Source: an optimization exercise on an open RTL-to-GDS flow (aim: small area, a short achievable clock period and few clock cycles per item). Production flows keep margins and buffers that such runs may drop. Only the layout flow was run in this run; the RTL was not checked for function there. No activity file was given, so power comes from the tool's default toggle rates.

==> flow/design.v <==
package kst_pkg;
	localparam int ENTRIES  = 16;
	localparam int KEY_BITS = 64;
	localparam int IDX_W    = $clog2(ENTRIES);
	localparam int CNT_W    = $clog2(ENTRIES + 1);
	typedef enum logic {
		FUNC_SET    = 1'b0,
		FUNC_LOOKUP = 1'b1
	} func_t;
	typedef enum logic [1:0] {
		RC_OK        = 2'd0,
		RC_FULL      = 2'd1,
		RC_NOT_FOUND = 2'd2
	} code_t;
	typedef struct packed {
		logic [KEY_BITS-1:0] key;
		logic [31:0]         addr;
		logic [15:0]         port;
		logic                flag;
	} entry_t;
endpackage
module keyed_status_table (
	input  logic           clk,
	input  logic           arst_n,
	input  logic           req_valid,
	output logic           req_ready,
	input  logic           req_func,
	input  logic [63:0]    req_key,
	input  logic           req_online,
	input  logic [31:0]    req_ip_addr,
	input  logic [15:0]    req_port_num,
	output logic           rsp_valid,
	input  logic           rsp_ready,
	output logic [1:0]     rsp_result_code,
	output logic [31:0]    rsp_found_ip,
	output logic [15:0]    rsp_found_port,
	output logic           rsp_found_online
);
	typedef enum logic [1:0] {
		ST_IDLE,
		ST_SCAN,
		ST_FINISH
	} state_t;
	state_t state_q;
	kst_pkg::func_t                  func_q;
	logic [kst_pkg::KEY_BITS-1:0]    key_q;
	logic                            online_q;
	logic [31:0]                     ip_q;
	logic [15:0]                     port_q;
	logic [kst_pkg::CNT_W-1:0]       fill_q;
	logic [kst_pkg::CNT_W-1:0]       idx_q;
	logic                            rd_vld_s1;
	logic [kst_pkg::IDX_W-1:0]       rd_idx_s1;
	kst_pkg::entry_t                 rd_data_s1;
	logic                            hit_q;
	logic [kst_pkg::IDX_W-1:0]       hit_idx_q;
	kst_pkg::entry_t                 hit_data_q;
	logic                            out_vld_q;
	kst_pkg::code_t                  code_q;
	logic [31:0]                     found_ip_q;
	logic [15:0]                     found_port_q;
	logic                            found_online_q;
	localparam int ENTRY_W = kst_pkg::KEY_BITS + 32 + 16 + 1;
	logic [ENTRY_W-1:0]              mem_q [0:kst_pkg::ENTRIES-1];
	logic                            issue;
	logic                            match;
	logic                            out_free;
	logic                            full;
	logic                            commit;
	logic                            wr_en;
	logic [kst_pkg::IDX_W-1:0]       wr_addr;
	kst_pkg::entry_t                 wr_data;
	logic [kst_pkg::IDX_W-1:0]       rd_addr;
	assign issue    = (state_q == ST_SCAN) && (idx_q < fill_q);
	assign rd_addr  = idx_q[kst_pkg::IDX_W-1:0];
	assign match    = rd_vld_s1 && (rd_data_s1.key == key_q);
	assign out_free = !out_vld_q || rsp_ready;
	assign full     = !hit_q && (fill_q == kst_pkg::CNT_W'(kst_pkg::ENTRIES));
	assign commit   = (state_q == ST_FINISH) && out_free;
	assign wr_en    = commit && (func_q == kst_pkg::FUNC_SET) && !full;
	assign wr_addr  = hit_q ? hit_idx_q : fill_q[kst_pkg::IDX_W-1:0];
	always_comb begin
		wr_data.key  = key_q;
		wr_data.addr = ip_q;
		wr_data.port = port_q;
		wr_data.flag = online_q;
	end
	always_ff @(posedge clk) begin
		if (wr_en) begin
			mem_q[wr_addr] <= wr_data;
		end
	end
	always_ff @(posedge clk) begin
		rd_data_s1 <= mem_q[rd_addr];
	end
	always_ff @(posedge clk or negedge arst_n) begin
		if (!arst_n) begin
			state_q        <= ST_IDLE;
			func_q         <= kst_pkg::FUNC_SET;
			key_q          <= '0;
			online_q       <= 1'b0;
			ip_q           <= '0;
			port_q         <= '0;
			fill_q         <= '0;
			idx_q          <= '0;
			rd_vld_s1      <= 1'b0;
			rd_idx_s1      <= '0;
			hit_q          <= 1'b0;
			hit_idx_q      <= '0;
			hit_data_q     <= '0;
			out_vld_q      <= 1'b0;
			code_q         <= kst_pkg::RC_OK;
			found_ip_q     <= '0;
			found_port_q   <= '0;
			found_online_q <= 1'b0;
		end else begin
			if (commit) begin
				out_vld_q <= 1'b1;
			end else if (rsp_ready) begin
				out_vld_q <= 1'b0;
			end
			unique case (state_q)
				ST_IDLE: begin
					if (req_valid) begin
						func_q    <= kst_pkg::func_t'(req_func);
						key_q     <= req_key[kst_pkg::KEY_BITS-1:0];
						online_q  <= req_online;
						ip_q      <= req_ip_addr;
						port_q    <= req_port_num;
						idx_q     <= '0;
						hit_q     <= 1'b0;
						rd_vld_s1 <= 1'b0;
						state_q   <= ST_SCAN;
					end
				end
				ST_SCAN: begin
					rd_vld_s1 <= issue && !match;
					rd_idx_s1 <= rd_addr;
					if (issue) begin
						idx_q <= idx_q + kst_pkg::CNT_W'(1);
					end
					if (match) begin
						hit_q      <= 1'b1;
						hit_idx_q  <= rd_idx_s1;
						hit_data_q <= rd_data_s1;
						state_q    <= ST_FINISH;
					end else if (!issue && !rd_vld_s1) begin
						state_q <= ST_FINISH;
					end
				end
				ST_FINISH: begin
					if (out_free) begin
						if (func_q == kst_pkg::FUNC_SET) begin
							code_q         <= full ? kst_pkg::RC_FULL : kst_pkg::RC_OK;
							found_ip_q     <= '0;
							found_port_q   <= '0;
							found_online_q <= 1'b0;
							if (!full && !hit_q) begin
								fill_q <= fill_q + kst_pkg::CNT_W'(1);
							end
						end else if (hit_q) begin
							code_q         <= kst_pkg::RC_OK;
							found_ip_q     <= hit_data_q.addr;
							found_port_q   <= hit_data_q.port;
							found_online_q <= hit_data_q.flag;
						end else begin
							code_q         <= kst_pkg::RC_NOT_FOUND;
							found_ip_q     <= '0;
							found_port_q   <= '0;
							found_online_q <= 1'b0;
						end
						state_q <= ST_IDLE;
					end
				end
				default: begin
					state_q <= ST_IDLE;
				end
			endcase
		end
	end
	assign req_ready        = (state_q == ST_IDLE);
	assign rsp_valid        = out_vld_q;
	assign rsp_result_code  = code_q;
	assign rsp_found_ip     = found_ip_q;
	assign rsp_found_port   = found_port_q;
	assign rsp_found_online = found_online_q;
endmodule
==> flow/run.sh <==
#!/bin/bash
# synth_recipe.tcl (not shown) runs the flow's synth.tcl, then flattens the netlist and writes it again
# the make line also repeats each setting of config.mk as NAME=value (left out here)
make -C /OpenROAD-flow-scripts/flow DESIGN_CONFIG=/design/flow/config.mk WORK_HOME=/design/flow/orfs CLKGATE_MAP_FILE= SYNTH_SCRIPT=/design/flow/synth_recipe.tcl finish
==> flow/config.mk <==
export PLATFORM = sky130hd
export DESIGN_NAME = keyed_status_table
export DESIGN_NICKNAME = keyed_status_table
export VERILOG_FILES = /design/flow/design.v
export SDC_FILE = /design/flow/constraint.sdc
export NUM_CORES = 4
export LEC_CHECK = 0
export CAP_MARGIN = 20
export CORE_MARGIN = 2
export CORE_UTILIZATION = 40
export SLEW_MARGIN = 20
==> flow/constraint.sdc <==
create_clock -name core_clock -period 4.0 [get_ports {clk}]
set_input_delay 0.8000 -clock core_clock [delete_from_list [all_inputs] [get_ports {clk}]]
set_output_delay 0.8000 -clock core_clock [all_outputs]
set_load 0.01 [all_outputs]
==> out/results.txt <==
Reg clk slew, reported paths -> 0.06 ns
cts bufs inserted -> 206
hold buffer count at cts -> 0
H-tree levels -> 4
final core occ -> 46.8%
first-pass GRT wire length -> 275000 um
Resize count post-CTS -> 0
Synth Register Bits -> 2158
Reg-to-Reg Start -> key_q[60]
YS warnings -> 1
Placed Instances -> 6463
power consumption -> 63.6 mW
Placement Rows -> 164
post-route cell area -> 93300 um2
NetSw -> 18.0 mW
CP Class -> flop to primary output
FFs w/ async S/R, synth -> 11.0%
most frequent cells in the layout -> 1808 x edfxtp_1, 565 x mux4_2, 446 x nand2_1
FMAX -> 300 MHz
final hold violation count -> 0
clk sink count -> 2158
Post-CTS Setup Bufs -> 0
CTS tree -> built
slowest CP cell -> clkdlybuf4s50_1
antenna violations before repair -> 3
post-synth net total -> 3795
Mapped Area -> 80000 um2
PortBufs -> 170
top_reg_cell synth -> edfxtp_1
# IOs -> 171
Mapped Cells -> 3670
Crit path largest cell delay -> 0.67 ns
Slew Limit Fails -> 0
worst r2r dst -> hit_data_q[14]
Clock Path Buffers -> 3
Via density -> 5.40
CP top delay family -> buffers and inverters
maxcap violations -> 0
CP Launch Type -> flop
pwr dens -> 682 nW/um2
worst-margin pin slew -> 1.01 ns
Bufs and invs on worst path -> 1
Worst Skew -> 0.0544 ns
Routed WL -> 188000 um
Sw Ratio -> 28.4%
Area growth syn-to-layout -> 16.6%
worst skew pair latency -> 0.84 ns
Crit. End Element -> primary output
vias in the first global route -> 38700
Placement Setup Slack -> 0.345 ns
peak supply drop -> 0.000464 V
Die ar. -> 204000 um2
DRC Markers -> 0
gr usage total -> 18.6%
sequential share of power -> 49.7%
WL per Instance -> 27.5 um
layout cell share with drive strength beyond 1 -> 26.0%
total grt overflow -> 0
Avg Inst Size Synth -> 21.8 um2
WP data required -> 3.20 ns
Netlist cell types -> 43
antenna viol nets, final -> 0
sequential cell area fraction in the yosys report -> 78.1%
PnR worst setup slack -> 0.665 ns
Reg2Reg Setup Slack -> 0.75 ns
Pint -> 45.5 mW
root buf cell -> clkbuf_16
part of the power in combinational logic -> 19.6%
EDFF count, synth -> 1808
setup TNS -> 0 ns
crit path time final -> 3.33 ns
Worst Hold Class -> input port to asynchronous set/reset pin
Hold Slack -> 0.0786 ns
setup violators final -> 0
Placement Cell Area -> 86400 um2
commonest non-fill, non-tap cell in the layout -> edfxtp_1
Rel. slew slack -> 33.0%
GPL Wtd Cong -> 0.755
Clock power frac -> 30.7%
DIE WIDTH -> 451 um
final worst path period share -> 83.4%
RSZ-0062 raised after global routing -> no
Net count, final -> 4140
final non-filler cell total -> 6859
r2r worst-path depth -> 7
total iterations of the first detailed-routing run -> 7
Reg area -> 62500 um2
core area -> 199000 um2
outcome -> timing/DRC/antenna clean
critical-path cell list -> nor2_1, clkdlybuf4s50_1
Critical Path Fanout Max -> 5
Leakage -> 30.3 nW
Detailed Route Iter0 Violations -> 3602
Multi-input gate area -> 16800 um2
Initial Util -> 40.2%
DR vias -> 37000
DPL Wire Length -> 106000 um
largest net degree at the start of global routing -> 118
Fillers -> 16300
Die Y -> 451 um
CP Data Arrival Time -> 2.53 ns
-- metal layers --
layer,global-route usage [%],wire length (um),up-vias
met5,0,0,-
met4,4.79,4250,0
met3,2.77,9510,253
met2,30.7,94300,1096
met1,25.9,80300,20100
li1,-,-,15600
-- cell type report --
class / instances / share of cell area, %
clock inverter: 98 / 1.09
tap: 2656 / 3.56
clock buffer: 296 / 6.25
multi-input combinational: 1318 / 18.0
sequential: 2158 / 67.0
inverter: 16 / 0.0644
timing repair buffer: 315 / 3.98
antenna: 2 / 0.00537
-- registers in the layout, indices dropped and copies added (netlist names) --
signal	flops
rd_vld_s1	1
online_q	1
found_port_q	16
key_q	64
fill_q	5
idx_q	5
hit_idx_q	4
port_q	16
code_q	2
found_ip_q	32
ip_q	32
rd_idx_s1	4
hit_data_q	49
rd_data_s1	113
out_vld_q	1
mem_q	1808
state_q	2
func_q	1
found_online_q	1
hit_q	1
-- worst max path at each step --
| stage | start | end | slack (ns) | cells past startpoint |
|---|---|---|---|---|
| final | state_q[1] | req_ready | 0.67 | 2 |
| after global routing | state_q[1] | req_ready | 0.58 | 2 |
| after CTS | state_q[1] | req_ready | 0.54 | 2 |
| after detailed placement | rsp_ready | mem_q[14][44] | 0.35 | 7 |
| after global placement | rsp_ready | mem_q[14][44] | 0.25 | 7 |
| after floorplan | rsp_ready | mem_q[5][0] | -1.06 | 6 |
-- synth_stat cells (2+ instances only) --
cell type     n  area (um2)
dfxtp_1     113        2260
o31a_1        3        26.3
xnor2_1      56         490
dfrtp_1     237        5930
nand2b_1     17         106
clkbuf_1    116         435
buf_2        49         245
a21oi_1       5        25.0
buf_6         5        56.3
nand4_1      27         169
nand3_1      12        60.1
mux2_2       53         597
a21o_1        2        15.0
nand2_1     447        1680
edfxtp_1   1808       54300
xor2_1        3        26.3
or3_1         2        12.5
o221ai_1      2        17.5
and2_1        2        12.5
mux2_1        5        56.3
inv_1        16        60.1
nor3_1        7        35.0
o21ai_0      59         295
nor2_1       23        86.3
nor4_1        6        37.5
buf_1         8        30.0
mux4_2      565       12700
ha_1          7        87.6
-- power by group through the flow --
stage	Clock [mW]	Sequential, mW	Combinational, mW
finish	19.5	31.6	12.4
floorplan	0	31.0	7.88
global placement	0	31.9	12.7
detailed placement	0	32.1	12.7
global route	20.8	31.9	13.3
CTS	19.9	31.6	12.8
-- kinds of logic after synthesis --
| family | after synthesis | share of synthesized area [%] |
|---|---|---|
| xor gates and xnor gates | 59 | 0.646 |
| adders and majority gates | 7 | 0.109 |
| and+or+nand+nor | 547 | 2.80 |
| AOI/OAI and AO/OA | 81 | 0.576 |
| DFF | 2158 | 78.1 |
| buffers and inverters | 194 | 1.03 |
| muxes | 624 | 16.7 |

==> port drivers added, routing unchanged <==
The results above use ideal ports. As a check the final layout listed here was re-extracted and re-timed, cells and wires unchanged.
Step 1 assumes that a clkbuf_16 drives the clock port and a buf_2 every other input.
Step 2 also shifts input and output timing later by t, the mid clock arrival at the registers, as if the neighbouring blocks saw the same clock.
a / b / c = no drivers / after step 1 / after step 2; a / b = the first two.
t, ns: 0.903
slack for setup (ns): 0.665 / 0.578 / 0.384
worst register clock-pin slew, ns: 0.07 / 0.07
After both steps this run still meets setup and hold. For this run, drivers alone change the setup slack by -0.087 ns; drivers and shift together by -0.281 ns.
